This is an optimization exercise on Yosys and OpenROAD, whose aim is small area, a short achievable clock period and few clock cycles per item, not a production implementation.
Only simulation tests tie the RTL to the original design; equivalence was not proved.

**flow/run.sh**
```bash
#!/bin/bash
# synth_recipe.tcl (not shown) runs the flow's synth.tcl, then flattens the netlist and writes it again
# the make line also repeats each setting of config.mk as NAME=value (left out here)
make -C /OpenROAD-flow-scripts/flow DESIGN_CONFIG=/design/flow/config.mk WORK_HOME=/design/flow/orfs CLKGATE_MAP_FILE= SYNTH_SCRIPT=/design/flow/synth_recipe.tcl finish
```
**flow/config.mk**
```make
export PLATFORM = sky130hd
export DESIGN_NAME = nch_complex_square
export DESIGN_NICKNAME = nch_complex_square
export VERILOG_FILES = /design/flow/design.v
export SDC_FILE = /design/flow/constraint.sdc
export NUM_CORES = 4
export LEC_CHECK = 0
export CAP_MARGIN = 20
export CORE_MARGIN = 2
export CORE_UTILIZATION = 40
export SLEW_MARGIN = 20
```
**flow/constraint.sdc**
```tcl
create_clock -name core_clock -period 9.0 [get_ports {clk}]
set_input_delay 1.8000 -clock core_clock [delete_from_list [all_inputs] [get_ports {clk}]]
set_output_delay 1.8000 -clock core_clock [all_outputs]
set_load 0.01 [all_outputs]
```
**flow/design.v**
```verilog
package nch_csq_pkg;
    localparam int   CSQ_LATENCY = 3;
    localparam logic MODE_SQUARE = 1'b0;
    localparam logic MODE_MAG2   = 1'b1;
    typedef struct packed {
        logic               sat;
        logic signed [63:0] value;
    } satResult_t;
    function automatic satResult_t saturate(input logic [63:0] raw, input int inW, input int outW);
        satResult_t         res;
        logic signed [63:0] val;
        logic signed [63:0] maxV;
        logic signed [63:0] minV;
        val  = $signed(raw << (64 - inW));
        val  = val >>> (64 - inW);
        maxV = (64'sd1 <<< (outW - 1)) - 64'sd1;
        minV = -maxV - 64'sd1;
        res.sat   = 1'b0;
        res.value = val;
        if (val > maxV) begin
            res.sat   = 1'b1;
            res.value = maxV;
        end else if (val < minV) begin
            res.sat   = 1'b1;
            res.value = minV;
        end
        saturate = res;
    endfunction
endpackage
module complex_square_lane
#(
    parameter int WIDTH = 16,
    parameter int FRAC  = 14
) (
    input  logic                    clk,
    input  logic                    rst,
    input  logic                    stageEn,
    input  logic signed [WIDTH-1:0] s1Real,
    input  logic signed [WIDTH-1:0] s1Imag,
    input  logic                    s2Mode,
    output logic        [WIDTH-1:0] outReal,
    output logic        [WIDTH-1:0] outImag,
    output logic                    satFlag
);
    localparam int PW = 2 * WIDTH;
    localparam int IW = 2 * WIDTH + 2;
    logic signed [PW-1:0] aExt, bExt;
    logic signed [PW-1:0] pAA, pBB, pAB;
    logic signed [IW-1:0] pAAx, pBBx, pABx;
    logic signed [IW-1:0] sumR, sumI;
    logic signed [IW-1:0] shR, shI;
    nch_csq_pkg::satResult_t           satR, satI;
    logic                 unusedHigh;
    assign aExt = {{WIDTH{s1Real[WIDTH-1]}}, s1Real};
    assign bExt = {{WIDTH{s1Imag[WIDTH-1]}}, s1Imag};
    always_ff @(posedge clk or posedge rst) begin
        if (rst) begin
            pAA <= '0;
            pBB <= '0;
            pAB <= '0;
        end else if (stageEn) begin
            pAA <= aExt * aExt;
            pBB <= bExt * bExt;
            pAB <= aExt * bExt;
        end
    end
    assign pAAx = {{2{pAA[PW-1]}}, pAA};
    assign pBBx = {{2{pBB[PW-1]}}, pBB};
    assign pABx = {{2{pAB[PW-1]}}, pAB};
    always_comb begin
        if (s2Mode == nch_csq_pkg::MODE_MAG2) begin
            sumR = pAAx + pBBx;
            sumI = '0;
        end else begin
            sumR = pAAx - pBBx;
            sumI = pABx + pABx;
        end
    end
    assign shR = sumR >>> FRAC;
    assign shI = sumI >>> FRAC;
    assign satR = nch_csq_pkg::saturate(64'(shR), IW, WIDTH);
    assign satI = nch_csq_pkg::saturate(64'(shI), IW, WIDTH);
    assign unusedHigh = ^{satR.value[63:WIDTH], satI.value[63:WIDTH]};
    always_ff @(posedge clk or posedge rst) begin
        if (rst) begin
            outReal <= '0;
            outImag <= '0;
            satFlag <= 1'b0;
        end else if (stageEn) begin
            outReal <= satR.value[WIDTH-1:0];
            outImag <= satI.value[WIDTH-1:0];
            satFlag <= satR.sat | satI.sat;
        end
    end
endmodule
module nch_complex_square
#(
    parameter int WIDTH = 16,
    parameter int NCH   = 4,
    parameter int FRAC  = 14
) (
    input  logic                 clk,
    input  logic                 rst,
    input  logic [NCH*WIDTH-1:0] inReal,
    input  logic [NCH*WIDTH-1:0] inImag,
    input  logic                 inMode,
    input  logic                 inValid,
    output logic                 inReady,
    output logic [NCH*WIDTH-1:0] outReal,
    output logic [NCH*WIDTH-1:0] outImag,
    output logic                 outValid,
    input  logic                 outReady,
    output logic [NCH-1:0]       satFlag
);
    logic [NCH*WIDTH-1:0] s1Real, s1Imag;
    logic                 s1Valid, s1Mode;
    logic                 s2Valid, s2Mode;
    logic                 adv;
    assign adv     = !outValid || outReady;
    assign inReady = adv;
    always_ff @(posedge clk or posedge rst) begin
        if (rst) begin
            s1Real   <= '0;
            s1Imag   <= '0;
            s1Mode   <= nch_csq_pkg::MODE_SQUARE;
            s1Valid  <= 1'b0;
            s2Mode   <= nch_csq_pkg::MODE_SQUARE;
            s2Valid  <= 1'b0;
            outValid <= 1'b0;
        end else if (adv) begin
            s1Real   <= inReal;
            s1Imag   <= inImag;
            s1Mode   <= inMode;
            s1Valid  <= inValid;
            s2Mode   <= s1Mode;
            s2Valid  <= s1Valid;
            outValid <= s2Valid;
        end
    end
    for (genvar k = 0; k < NCH; k++) begin : gLane
        complex_square_lane #(
            .WIDTH (WIDTH),
            .FRAC  (FRAC)
        ) uLane (
            .clk     (clk),
            .rst     (rst),
            .stageEn (adv),
            .s1Real  (s1Real[k*WIDTH +: WIDTH]),
            .s1Imag  (s1Imag[k*WIDTH +: WIDTH]),
            .s2Mode  (s2Mode),
            .outReal (outReal[k*WIDTH +: WIDTH]),
            .outImag (outImag[k*WIDTH +: WIDTH]),
            .satFlag (satFlag[k])
        );
    end
endmodule
```
==> impl_metrics.sql <==
INSERT INTO impl_metrics (metric_group, metric, value, unit) VALUES
('outcome', 'status', 'complete, no violations', ''),
('cells_and_area', 'syn2layout_area_growth', '8.136', '%'),
('clock_network', 'cts_buffers', '91', ''),
('routing', 'detail_route.wirelength', '355500', 'µm'),
('routing', 'detailedRoute.firstIterationViolations', '5168', ''),
('critical_path', 'cp.required', '9.71', 'ns'),
('timing', 'fin_ws', '1.249', 'ns'),
('die', 'die_width', '587.2', 'µm'),
('cells_and_area', 'stdcell_count', '19530', ''),
('die', 'initial_core_util', '40.10', '%'),
('global_routing', 'met1_usage', '30.52', '%'),
('clock_network', 'tritoncts', 'done', ''),
('routing', 'wl_per_cell', '18.20', 'µm'),
('clock_network', 'clkLatencyLatePin', '0.84', 'ns'),
('clock_network', 'clock_tree.buffer_depth', '4', ''),
('yosys', 'syn-instance-count', '14930', ''),
('global_routing', 'groute.usage.overall', '21.30', '%'),
('routing', 'detail_route.first_pass.iterations', '6', ''),
('die', 'floorplan.die_area', '344800', 'µm²'),
('yosys', 'synthesis.nets', '19140', ''),
('clock_network', 'cts_setup_buffers', '0', ''),
('timing', 'max_freq', '0.1290', 'GHz'),
('timing', 'hold_slack', '0.4632', 'ns'),
('critical_path', 'worst-setup-path-type', 'flop to flop', ''),
('critical_path', 'ff2ff_setup_slack', '1.25', 'ns'),
('clock_network', 'postCtsHoldBufs', '0', ''),
('yosys', 'synth-edff-count', '0', ''),
('global_routing', 'grt.busiest_layer', 'met2', ''),
('yosys', 'postSynthAreaPerCell', '9.113', 'µm²'),
('placement', 'pre_cts_ws', '1.231', 'ns'),
('placement', 'gp_congestion', '0.8826', ''),
('clock_network', 'number_of_gates_resized_after_cts', '0', ''),
('timing', 'worst_slew_margin_rel', '20.10', '%'),
('critical_path', 'crit_path_max_fanout', '26', ''),
('routing', 'drc_markers', '0', ''),
('cells_and_area', 'drive_above_1_share', '3.309', '%'),
('clock_network', 'htreeDepth', '3', ''),
('placement', 'place_hpwl', '288700', 'µm'),
('yosys', 'netlist.area_leader.share', '42.85', '%'),
('timing', 'final-max-slew-violation-count', '0', ''),
('clock_network', 'clockRootBuffer', 'sky130_fd_sc_hd__clkbuf_16', ''),
('critical_path', 'worstPathArrival', '8.46', 'ns'),
('yosys', 'synth_top_area_cell', 'sky130_fd_sc_hd__fa_1', ''),
('yosys', 'synth-warning-count', '2', ''),
('timing', 'setup_violations', '0', ''),
('yosys', 'ys_seq_elements', '589', ''),
('die', 'placementRows', '214', ''),
('clock_network', 'clock_sinks', '589', ''),
('placement', 'placement.io_buffers', '266', ''),
('timing', 'timing.final.crit_share', '86.12', '%'),
('routing', 'antenna_violating_nets_post_route', '0', ''),
('global_routing', 'maximum_number_of_pins_on_one_net_before_global_route_repair', '148', ''),
('global_routing', 'first_pass_grt_wire_length', '579500', 'µm'),
('timing', 'worst-slew-pin-transition', '1.186', 'ns'),
('die', 'io-pin-count', '267', ''),
('yosys', 'synth_flop_cell', 'sky130_fd_sc_hd__dfrtp_1', ''),
('timing', 'fin_skew', '0.05330', 'ns'),
('cells_and_area', 'num-nets-final', '19130', ''),
('placement', 'dp_cells', '19370', ''),
('die', 'area_inside_the_core_boundary', '339200', 'µm²'),
('timing', 'period_minus_slack', '7.751', 'ns'),
('yosys', 'netlist_top_cells_area', 'sky130_fd_sc_hd__fa_1 43%, sky130_fd_sc_hd__dfrtp_1 11%, sky130_fd_sc_hd__ha_1 11%', ''),
('timing', 'hold_viol', '0', ''),
('yosys', 'netlist_area', '136000', 'µm²');
## cells by family (layout without fill, tap and decap cells)
| logic type | count (synthesis) | count (layout) | synth area share [%] |
|---|---|---|---|
| flops | 589 | 589 | 10.83 |
| fa+ha+maj | 4078 | 4078 | 53.58 |
| simple gates | 3806 | 3806 | 12.67 |
| other cells | 0 | 4 | 0 |
| compound gates | 1456 | 1456 | 6.571 |
| buf+inv | 4338 | 4400 | 12.03 |
| mux | 24 | 24 | 0.1895 |
| xor+xnor | 637 | 637 | 4.126 |
## final cells by class
class,count,area [µm²]
diodes,4,10.01
inverters,3747,14080
well taps,4536,5675
flip-flops and latches,589,14750
clock inverters,43,624.3
fillers,33400,192100
multi-input cells,10000,105000
repair buffers,493,4467
clock buffers,117,2546
## placed cells by master (no fill, tap or decap), types with 15 or more instances in the layout
cell type                            n
sky130_fd_sc_hd__ha_1             1166
sky130_fd_sc_hd__and2_1            670
sky130_fd_sc_hd__o21bai_1           49
sky130_fd_sc_hd__a31oi_1            49
sky130_fd_sc_hd__o31ai_1            39
sky130_fd_sc_hd__dfrtp_1           585
sky130_fd_sc_hd__xor2_1            228
sky130_fd_sc_hd__xnor2_1           406
sky130_fd_sc_hd__a211oi_1           36
sky130_fd_sc_hd__a31o_2             42
sky130_fd_sc_hd__fa_1             2912
sky130_fd_sc_hd__nor2b_1            37
sky130_fd_sc_hd__o21ai_0           339
sky130_fd_sc_hd__a21o_1            116
sky130_fd_sc_hd__clkbuf_8           15
sky130_fd_sc_hd__nand2b_1           84
sky130_fd_sc_hd__a41oi_1            16
sky130_fd_sc_hd__clkdlybuf4s50_1   266
sky130_fd_sc_hd__nand3_1            95
sky130_fd_sc_hd__nand2_1          1650
sky130_fd_sc_hd__clkinv_1           33
sky130_fd_sc_hd__and3_1             53
sky130_fd_sc_hd__nor3_1            101
sky130_fd_sc_hd__or2_2              32
sky130_fd_sc_hd__a21oi_1           556
sky130_fd_sc_hd__o21a_1             39
sky130_fd_sc_hd__nor2_1            951
sky130_fd_sc_hd__clkbuf_16          92
sky130_fd_sc_hd__nand4_1            19
sky130_fd_sc_hd__buf_4             219
sky130_fd_sc_hd__inv_1            3711
sky130_fd_sc_hd__or3_1              29
sky130_fd_sc_hd__o211ai_1           19
sky130_fd_sc_hd__a221o_1            24
## Yosys cell counts (16+ instances only)
master,count
sky130_fd_sc_hd__nand3_1,95
sky130_fd_sc_hd__o31ai_1,43
sky130_fd_sc_hd__a31oi_1,49
sky130_fd_sc_hd__o21bai_1,49
sky130_fd_sc_hd__o21a_1,39
sky130_fd_sc_hd__nand2b_1,84
sky130_fd_sc_hd__and3_1,53
sky130_fd_sc_hd__nor2b_1,38
sky130_fd_sc_hd__nand4_1,19
sky130_fd_sc_hd__a211oi_1,36
sky130_fd_sc_hd__o21ai_0,340
sky130_fd_sc_hd__ha_1,1166
sky130_fd_sc_hd__buf_1,30
sky130_fd_sc_hd__or3_1,29
sky130_fd_sc_hd__o211ai_1,19
sky130_fd_sc_hd__nor3_1,101
sky130_fd_sc_hd__clkinv_1,34
sky130_fd_sc_hd__nand2_1,1650
sky130_fd_sc_hd__or2_2,32
sky130_fd_sc_hd__dfrtp_1,589
sky130_fd_sc_hd__a31o_2,42
sky130_fd_sc_hd__inv_1,3713
sky130_fd_sc_hd__a21oi_1,556
sky130_fd_sc_hd__nor2_1,951
sky130_fd_sc_hd__a221o_1,24
sky130_fd_sc_hd__clkbuf_1,545
sky130_fd_sc_hd__xor2_1,228
sky130_fd_sc_hd__and2_1,670
sky130_fd_sc_hd__a21o_1,116
sky130_fd_sc_hd__a41oi_1,16
sky130_fd_sc_hd__xnor2_1,406
sky130_fd_sc_hd__fa_1,2912
## registers in the layout, summed over array words and instances (netlist names)
signal               cells
gLane.uLane.outImag     64
gLane.uLane.outReal     64
gLane.uLane.pAA        124
gLane.uLane.pAB         76
gLane.uLane.pBB        124
gLane.uLane.satFlag      4
outValid                 1
s1Imag                  64
s1Mode                   1
s1Real                  64
s1Valid                  1
s2Mode                   1
s2Valid                  1
## through the flow
step	instance area, µm²	utilization (%)	setup TNS, ns
5_1_grt	147100	43.36	0
2_1_floorplan	136000	-	-488.50
3_5_place_dp	143900	42.42	0
3_3_place_gp	143900	42.42	0
6_report	147100	43.36	0
4_1_cts	147100	43.36	0
## critical path: stages, from the launching register on
cell                        delay (ns)
sky130_fd_sc_hd__dfrtp_1          1.02
sky130_fd_sc_hd__and2_1           0.30
sky130_fd_sc_hd__fa_1             0.43
sky130_fd_sc_hd__inv_1            0.09
sky130_fd_sc_hd__fa_1             0.41
sky130_fd_sc_hd__fa_1             0.50
sky130_fd_sc_hd__fa_1             0.54
sky130_fd_sc_hd__inv_1            0.05
sky130_fd_sc_hd__fa_1             0.50
sky130_fd_sc_hd__fa_1             0.41
sky130_fd_sc_hd__ha_1             0.37
sky130_fd_sc_hd__a2111oi_0        0.53
sky130_fd_sc_hd__inv_1            0.08
sky130_fd_sc_hd__o31a_1           0.28
sky130_fd_sc_hd__a221oi_1         0.51
sky130_fd_sc_hd__o21ai_0          0.27
sky130_fd_sc_hd__o31ai_1          0.46
sky130_fd_sc_hd__a21oi_1          0.12
sky130_fd_sc_hd__a21oi_1          0.23
sky130_fd_sc_hd__o21ai_0          0.15
sky130_fd_sc_hd__xnor2_1          0.14
sky130_fd_sc_hd__mux2_2           0.26
## per-layer routing
| layer | share of wire (%) | wire length (µm) |
|---|---|---|
| met2 | 47 | 166100 |
| met4 | 2.7 | 9701 |
| met1 | 46 | 162800 |
| met5 | 0.0039 | 14 |
| met3 | 4.8 | 16900 |
## final timing paths
kind,to,cells past startpoint,from
max,gLane[1].uLane.pAA[26],21,s1Real[17]
min,gLane[0].uLane.outImag[15],2,gLane[0].uLane.outImag[15]
max reg2reg,gLane[1].uLane.pAA[26],21,s1Real[17]
min reg2reg,gLane[0].uLane.outImag[15],2,gLane[0].uLane.outImag[15]
max in group asynchronous,s1Imag[52],4,rst
min in group asynchronous,gLane[2].uLane.outReal[10],2,rst
Testbench counts, summed over its fixed seeds: cycles 12,024, items 12,000.

[port drivers added, routing unchanged]
Ports are ideal in the flow. The routed layout listed here was re-timed in OpenROAD. Step 1 (the two cells are an assumption about what drives the block):
set clk [get_ports {clk}]
set_driving_cell -lib_cell sky130_fd_sc_hd__clkbuf_16 $clk
set_driving_cell -lib_cell sky130_fd_sc_hd__buf_2 [delete_from_list [all_inputs] $clk]
Step 2 also shifts input and output timing later by t, the mid clock arrival at the registers, as if the neighbouring blocks saw the same clock. a / b / c = no drivers / after step 1 / after step 2; a / b = the first two.
t (ns): 0.891
setup WS [ns]: 1.249 / 1.249 / 1.249
worst setup path at the end: register to register
After both steps this run still meets setup and hold. For this run, drivers alone change the setup slack by 0.000 ns; drivers and shift together by 0.000 ns.
